Background: an optimization exercise with open tools, aiming at small area, a short achievable clock period and few clock cycles. Do not read the settings as production practice.
Function was checked by simulation only, so behaviour that the tests miss may differ from the original.

==> flow/design.v <==
package mrhm_pkg;
   localparam int COUNT_BITS = 32;
   localparam int DEBOUNCE_BITS = 10;
   localparam int TIMEOUT_BITS  = 32;
   localparam int SECONDS_BITS  = 32;
   localparam int TICKS_BITS    = 32;
   localparam int CSR_DATA_BITS = 32;
   localparam logic [DEBOUNCE_BITS-1:0] DEBOUNCE_RESET = 10'd50;
   localparam logic [TIMEOUT_BITS-1:0]  TIMEOUT_RESET  = 32'd60000;
   typedef enum logic [0:0] {
      CSR_DEBOUNCE = 1'b0,
      CSR_TIMEOUT  = 1'b1
   } csr_index_type;
   typedef enum logic [1:0] {
      MODE_IDLE  = 2'd0,
      MODE_RUN   = 2'd1,
      MODE_PAUSE = 2'd2
   } mode_type;
   typedef enum logic [2:0] {
      EV_NONE   = 3'd0,
      EV_START  = 3'd1,
      EV_PAUSE  = 3'd2,
      EV_RESUME = 3'd3,
      EV_FINISH = 3'd4
   } event_type;
   typedef struct packed {
      logic [DEBOUNCE_BITS-1:0] debounce_ticks;
      logic [TIMEOUT_BITS-1:0]  timeout_ticks;
   } cfg_type;
   typedef struct packed {
      logic                     qualified_level;
      logic [DEBOUNCE_BITS-1:0] stable_count;
      mode_type                 run_mode;
      logic [COUNT_BITS-1:0]    elapsed;
      logic [COUNT_BITS-1:0]    on_total;
      logic [COUNT_BITS-1:0]    off_total;
      logic [SECONDS_BITS-1:0]  start_stamp;
      logic [SECONDS_BITS-1:0]  end_stamp;
   } meter_state_type;
endpackage
module mrhm_step
(
   input  logic                                       cur_run,
   input  logic                                       cur_pause,
   input  logic [mrhm_pkg::DEBOUNCE_BITS-1:0]         cur_stable,
   input  logic                                       cur_stable_ge,
   input  logic [mrhm_pkg::COUNT_BITS-1:0]            cur_elapsed1,
   input  logic                                       cur_elapsed_max,
   input  logic [mrhm_pkg::TICKS_BITS-1:0]            cur_run_sum,
   input  logic [mrhm_pkg::TICKS_BITS-1:0]            cur_on,
   input  logic [mrhm_pkg::TICKS_BITS-1:0]            cur_off,
   input  logic [mrhm_pkg::SECONDS_BITS-1:0]          cur_start,
   input  logic [mrhm_pkg::SECONDS_BITS-1:0]          cur_end,
   input  mrhm_pkg::cfg_type                          cfg,
   input  logic                                       raw_level,
   input  logic [mrhm_pkg::SECONDS_BITS-1:0]          wall_seconds,
   output logic                                       nxt_run,
   output logic                                       nxt_pause,
   output logic [mrhm_pkg::DEBOUNCE_BITS-1:0]         nxt_stable,
   output logic                                       nxt_stable_ge,
   output logic [mrhm_pkg::COUNT_BITS-1:0]            nxt_elapsed1,
   output logic                                       nxt_elapsed_max,
   output logic [mrhm_pkg::TICKS_BITS-1:0]            nxt_run_sum,
   output logic [mrhm_pkg::TICKS_BITS-1:0]            nxt_on,
   output logic [mrhm_pkg::TICKS_BITS-1:0]            nxt_off,
   output logic [mrhm_pkg::SECONDS_BITS-1:0]          nxt_start,
   output logic [mrhm_pkg::SECONDS_BITS-1:0]          nxt_end
);
   logic                             cur_idle;
   logic                             differs, counting, flip, timed_out;
   logic                             ev_start, ev_pause, ev_resume;
   logic [mrhm_pkg::DEBOUNCE_BITS-1:0] stable_inc;
   logic                             elapsed1_max;
   logic [mrhm_pkg::TICKS_BITS-1:0]  sum, other;
   assign cur_idle  = !cur_run && !cur_pause;
   assign differs    = raw_level ^ cur_run;
   assign counting   = differs && !cur_stable_ge;
   assign flip       = differs && cur_stable_ge;
   assign stable_inc = cur_stable + 1'b1;
   assign nxt_stable = counting ? stable_inc : '0;
   assign nxt_stable_ge = counting ? (cur_stable == cfg.debounce_ticks - 1'b1)
                                   : (cfg.debounce_ticks == '0);
   assign timed_out = cur_elapsed1 >= cfg.timeout_ticks;
   assign ev_start  = cur_idle  && flip;
   assign ev_pause  = cur_run   && flip;
   assign ev_resume = cur_pause && flip;
   assign nxt_run   = cur_run ^ flip;
   assign nxt_pause = ev_pause || (cur_pause && !flip && !timed_out);
   assign elapsed1_max    = &cur_elapsed1;
   assign nxt_elapsed1    = flip ? mrhm_pkg::COUNT_BITS'(1)
                          : elapsed1_max ? cur_elapsed1 : cur_elapsed1 + 1'b1;
   assign nxt_elapsed_max = !flip && elapsed1_max;
   assign sum   = cur_elapsed_max ? cur_run_sum : cur_run_sum + 1'b1;
   assign other = cur_run ? cur_off : cur_on;
   assign nxt_run_sum = !flip ? sum : cur_idle ? '0 : other;
   assign nxt_on    = ev_start ? '0 : ev_pause  ? sum : cur_on;
   assign nxt_off   = ev_start ? '0 : ev_resume ? sum : cur_off;
   assign nxt_start = ev_start ? wall_seconds : cur_start;
   assign nxt_end   = ev_pause ? wall_seconds : cur_end;
endmodule
module machine_run_hour_meter
(
   input  logic         clock,
   input  logic         reset,
   input  logic         req_tvalid,
   output logic         req_tready,
   input  logic [39:0]  req_tdata,    
   output logic         rsp_tvalid,
   input  logic         rsp_tready,
   output logic [135:0] rsp_tdata,
   input  logic                               csr_we,
   input  mrhm_pkg::csr_index_type            csr_index,
   input  logic [mrhm_pkg::CSR_DATA_BITS-1:0] csr_wdata
);
   mrhm_pkg::cfg_type                 cfg_ff;
   logic                              run_ff, pause_ff;
   logic [mrhm_pkg::DEBOUNCE_BITS-1:0] stable_ff;
   logic                              stable_ge_ff;
   logic [mrhm_pkg::COUNT_BITS-1:0]   elapsed1_ff;
   logic                              elapsed_max_ff;
   logic [mrhm_pkg::TICKS_BITS-1:0]   run_sum_ff;
   logic [mrhm_pkg::TICKS_BITS-1:0]   on_ff, off_ff;
   logic [mrhm_pkg::SECONDS_BITS-1:0] start_ff, end_ff;
   logic                              prev_run_ff, prev_pause_ff;
   mrhm_pkg::event_type               rsp_event;
   logic                              rsp_valid_ff, rsp_valid_out_ff;
   logic                              nxt_run, nxt_pause;
   logic [mrhm_pkg::DEBOUNCE_BITS-1:0] nxt_stable;
   logic                              nxt_stable_ge;
   logic [mrhm_pkg::COUNT_BITS-1:0]   nxt_elapsed1;
   logic                              nxt_elapsed_max;
   logic [mrhm_pkg::TICKS_BITS-1:0]   nxt_run_sum;
   logic [mrhm_pkg::TICKS_BITS-1:0]   nxt_on, nxt_off;
   logic [mrhm_pkg::SECONDS_BITS-1:0] nxt_start, nxt_end;
   logic                              req_accept;
   assign req_tready = !rsp_valid_out_ff || rsp_tready;
   assign req_accept = req_tvalid && (!rsp_valid_ff || rsp_tready);
   always_ff @(posedge clock) begin
      if (reset) begin
         cfg_ff.debounce_ticks <= mrhm_pkg::DEBOUNCE_RESET;
         cfg_ff.timeout_ticks  <= mrhm_pkg::TIMEOUT_RESET;
      end else if (csr_we) begin
         if (csr_index == mrhm_pkg::CSR_DEBOUNCE)
            cfg_ff.debounce_ticks <= csr_wdata[mrhm_pkg::DEBOUNCE_BITS-1:0];
         else
            cfg_ff.timeout_ticks  <= csr_wdata[mrhm_pkg::TIMEOUT_BITS-1:0];
      end
   end
   mrhm_step u_step (
      .cur_run      (run_ff),
      .cur_pause    (pause_ff),
      .cur_stable   (stable_ff),
      .cur_stable_ge (stable_ge_ff),
      .cur_elapsed1 (elapsed1_ff),
      .cur_elapsed_max (elapsed_max_ff),
      .cur_run_sum  (run_sum_ff),
      .cur_on       (on_ff),
      .cur_off      (off_ff),
      .cur_start    (start_ff),
      .cur_end      (end_ff),
      .cfg          (cfg_ff),
      .raw_level    (req_tdata[0] | req_tdata[1]),
      .wall_seconds (req_tdata[33:2]),
      .nxt_run      (nxt_run),
      .nxt_pause    (nxt_pause),
      .nxt_stable   (nxt_stable),
      .nxt_stable_ge (nxt_stable_ge),
      .nxt_elapsed1 (nxt_elapsed1),
      .nxt_elapsed_max (nxt_elapsed_max),
      .nxt_run_sum  (nxt_run_sum),
      .nxt_on       (nxt_on),
      .nxt_off      (nxt_off),
      .nxt_start    (nxt_start),
      .nxt_end      (nxt_end)
   );
   always_ff @(posedge clock) begin
      if (reset) begin
         run_ff      <= 1'b0;
         pause_ff    <= 1'b0;
         stable_ff   <= '0;
         on_ff       <= '0;
         off_ff      <= '0;
         start_ff    <= '0;
         end_ff      <= '0;
      end else if (req_accept) begin
         run_ff      <= nxt_run;
         pause_ff    <= nxt_pause;
         stable_ff   <= nxt_stable;
         on_ff       <= nxt_on;
         off_ff      <= nxt_off;
         start_ff    <= nxt_start;
         end_ff      <= nxt_end;
      end
   end
   always_ff @(posedge clock) begin
      if (req_accept) begin
         elapsed1_ff    <= nxt_elapsed1;
         elapsed_max_ff <= nxt_elapsed_max;
         run_sum_ff     <= nxt_run_sum;
      end
   end
   always_ff @(posedge clock) begin
      if (reset) begin
         stable_ge_ff <= 1'b0;
      end else if (req_accept) begin
         stable_ge_ff <= nxt_stable_ge;
      end else if (csr_we && csr_index == mrhm_pkg::CSR_DEBOUNCE) begin
         stable_ge_ff <= stable_ff >= csr_wdata[mrhm_pkg::DEBOUNCE_BITS-1:0];
      end
   end
   always_ff @(posedge clock) begin
      if (req_accept) begin
         prev_run_ff   <= run_ff;
         prev_pause_ff <= pause_ff;
      end
   end
   assign rsp_event = mrhm_pkg::event_type'({
      prev_pause_ff && !run_ff && !pause_ff,
      (prev_run_ff && pause_ff) || (prev_pause_ff && run_ff),
      run_ff && !prev_run_ff});
   always_ff @(posedge clock) begin
      if (reset) begin
         rsp_valid_ff <= 1'b0;
      end else if (req_accept) begin
         rsp_valid_ff <= 1'b1;
      end else if (rsp_tready) begin
         rsp_valid_ff <= 1'b0;
      end
   end
   always_ff @(posedge clock) begin
      if (reset) begin
         rsp_valid_out_ff <= 1'b0;
      end else if (req_tvalid && req_tready) begin
         rsp_valid_out_ff <= 1'b1;
      end else if (rsp_tready) begin
         rsp_valid_out_ff <= 1'b0;
      end
   end
   assign rsp_tvalid = rsp_valid_out_ff;
   assign rsp_tdata  = {3'b000, end_ff, start_ff, off_ff, on_ff,
                        pause_ff, run_ff, rsp_event};
endmodule
clock: 5.0 ns
lec_check: 0
cap_margin: 20
core_margin: 2
core_utilization: 40
cts_cluster_diameter: 100
cts_cluster_size: 30
setup_slack_margin: 2.5
slew_margin: 20
standard.sh (not shown) runs the stock make flow with config.mk's settings and CLKGATE_MAP_FILE= SYNTH_SCRIPT=/design/flow/synth_recipe.tcl, a recipe that flattens the netlist after the stock synthesis.
==> flow/flow/run.sh <==
#!/bin/bash
export BUFFER_PORTS_ARGS="-buffer_cell sky130_fd_sc_hd__buf_1"
bash standard.sh finish > standard.log 2>&1
Testbench counts at the start, summed over its fixed seeds: cycles 24,082.
Rerun with:
--- a/flow/design.v
+++ b/flow/design.v
@@ -120,35 +120,38 @@
    logic                              elapsed_max_ff;
    logic [mrhm_pkg::TICKS_BITS-1:0]   run_sum_ff;
    logic [mrhm_pkg::TICKS_BITS-1:0]   on_ff, off_ff;
    logic [mrhm_pkg::SECONDS_BITS-1:0] start_ff, end_ff;
    logic                              prev_run_ff, prev_pause_ff;
    mrhm_pkg::event_type               rsp_event;
-   logic                              rsp_valid_ff, rsp_valid_out_ff;
+   logic                              rsp_valid_ff;
    logic                              nxt_run, nxt_pause;
    logic [mrhm_pkg::DEBOUNCE_BITS-1:0] nxt_stable;
    logic                              nxt_stable_ge;
    logic [mrhm_pkg::COUNT_BITS-1:0]   nxt_elapsed1;
    logic                              nxt_elapsed_max;
    logic [mrhm_pkg::TICKS_BITS-1:0]   nxt_run_sum;
+   logic [mrhm_pkg::DEBOUNCE_BITS-1:0] debounce_in;
    logic [mrhm_pkg::TICKS_BITS-1:0]   nxt_on, nxt_off;
    logic [mrhm_pkg::SECONDS_BITS-1:0] nxt_start, nxt_end;
    logic                              req_accept;
-   assign req_tready = !rsp_valid_out_ff || rsp_tready;
-   assign req_accept = req_tvalid && (!rsp_valid_ff || rsp_tready);
+   assign req_tready = !rsp_valid_ff || rsp_tready;
+   assign req_accept = req_tvalid && req_tready;
    always_ff @(posedge clock) begin
       if (reset) begin
          cfg_ff.debounce_ticks <= mrhm_pkg::DEBOUNCE_RESET;
          cfg_ff.timeout_ticks  <= mrhm_pkg::TIMEOUT_RESET;
       end else if (csr_we) begin
          if (csr_index == mrhm_pkg::CSR_DEBOUNCE)
             cfg_ff.debounce_ticks <= csr_wdata[mrhm_pkg::DEBOUNCE_BITS-1:0];
          else
             cfg_ff.timeout_ticks  <= csr_wdata[mrhm_pkg::TIMEOUT_BITS-1:0];
       end
    end
+   assign debounce_in = (csr_we && csr_index == mrhm_pkg::CSR_DEBOUNCE)
+                      ? csr_wdata[mrhm_pkg::DEBOUNCE_BITS-1:0] : cfg_ff.debounce_ticks;
    mrhm_step u_step (
       .cur_run      (run_ff),
       .cur_pause    (pause_ff),
       .cur_stable   (stable_ff),
       .cur_stable_ge (stable_ge_ff),
       .cur_elapsed1 (elapsed1_ff),
@@ -175,40 +178,39 @@
    );
    always_ff @(posedge clock) begin
       if (reset) begin
          run_ff      <= 1'b0;
          pause_ff    <= 1'b0;
          stable_ff   <= '0;
+         elapsed1_ff <= mrhm_pkg::COUNT_BITS'(1);
+         elapsed_max_ff <= 1'b0;
+         run_sum_ff  <= '0;
          on_ff       <= '0;
          off_ff      <= '0;
          start_ff    <= '0;
          end_ff      <= '0;
       end else if (req_accept) begin
          run_ff      <= nxt_run;
          pause_ff    <= nxt_pause;
          stable_ff   <= nxt_stable;
+         elapsed1_ff <= nxt_elapsed1;
+         elapsed_max_ff <= nxt_elapsed_max;
+         run_sum_ff  <= nxt_run_sum;
          on_ff       <= nxt_on;
          off_ff      <= nxt_off;
          start_ff    <= nxt_start;
          end_ff      <= nxt_end;
       end
    end
    always_ff @(posedge clock) begin
-      if (req_accept) begin
-         elapsed1_ff    <= nxt_elapsed1;
-         elapsed_max_ff <= nxt_elapsed_max;
-         run_sum_ff     <= nxt_run_sum;
-      end
-   end
-   always_ff @(posedge clock) begin
       if (reset) begin
          stable_ge_ff <= 1'b0;
       end else if (req_accept) begin
          stable_ge_ff <= nxt_stable_ge;
-      end else if (csr_we && csr_index == mrhm_pkg::CSR_DEBOUNCE) begin
-         stable_ge_ff <= stable_ff >= csr_wdata[mrhm_pkg::DEBOUNCE_BITS-1:0];
+      end else begin
+         stable_ge_ff <= stable_ff >= debounce_in;
       end
    end
    always_ff @(posedge clock) begin
       if (req_accept) begin
          prev_run_ff   <= run_ff;
          prev_pause_ff <= pause_ff;
@@ -224,19 +226,10 @@
       end else if (req_accept) begin
          rsp_valid_ff <= 1'b1;
       end else if (rsp_tready) begin
          rsp_valid_ff <= 1'b0;
       end
    end
-   always_ff @(posedge clock) begin
-      if (reset) begin
-         rsp_valid_out_ff <= 1'b0;
-      end else if (req_tvalid && req_tready) begin
-         rsp_valid_out_ff <= 1'b1;
-      end else if (rsp_tready) begin
-         rsp_valid_out_ff <= 1'b0;
-      end
-   end
-   assign rsp_tvalid = rsp_valid_out_ff;
+   assign rsp_tvalid = rsp_valid_ff;
    assign rsp_tdata  = {3'b000, end_ff, start_ff, off_ff, on_ff,
                         pause_ff, run_ff, rsp_event};
 endmodule
Utilization rose by 0.65 points.
Final area grows by 2.2%.
Synthesized area climbs by about 1.9%.
Worst hold slack is about the same.
Sequential share of layout area fell by 5.7 points.
Clock-buffer cell count goes down by 2.
Wire length is higher by 10%.
Worst setup slack is worse by 18 ps.
Testbench counts after the change, summed over its fixed seeds: cycles 24,082.

-- port drivers added, routing unchanged --
No port has a modelled driver above. Below, the same layouts with a new extraction and two added sets of constraints.
Step 1 assumes that a clkbuf_16 drives the clock port and a buf_2 every other input.
Step 2 also shifts input and output timing later by t, the mid clock arrival at the registers, as if the neighbouring blocks saw the same clock.
Slacks: ideal / step 1 / step 2; pairs: ideal / step 1.
run | t (ns) | setup WS [ns] | worst setup path after step 2 | worst slew at a driven data input, ns
the first run | 0.534 | 2.560 / 2.513 / 2.050 | input to register | 0.07
the second run | 0.540 | 2.542 / 2.519 / 2.035 | input to register | 0.07
After both steps every run listed still meets setup and hold. The setup slack of the first run, which loses most, moves by -0.047 ns with the drivers and by -0.510 ns with both steps.
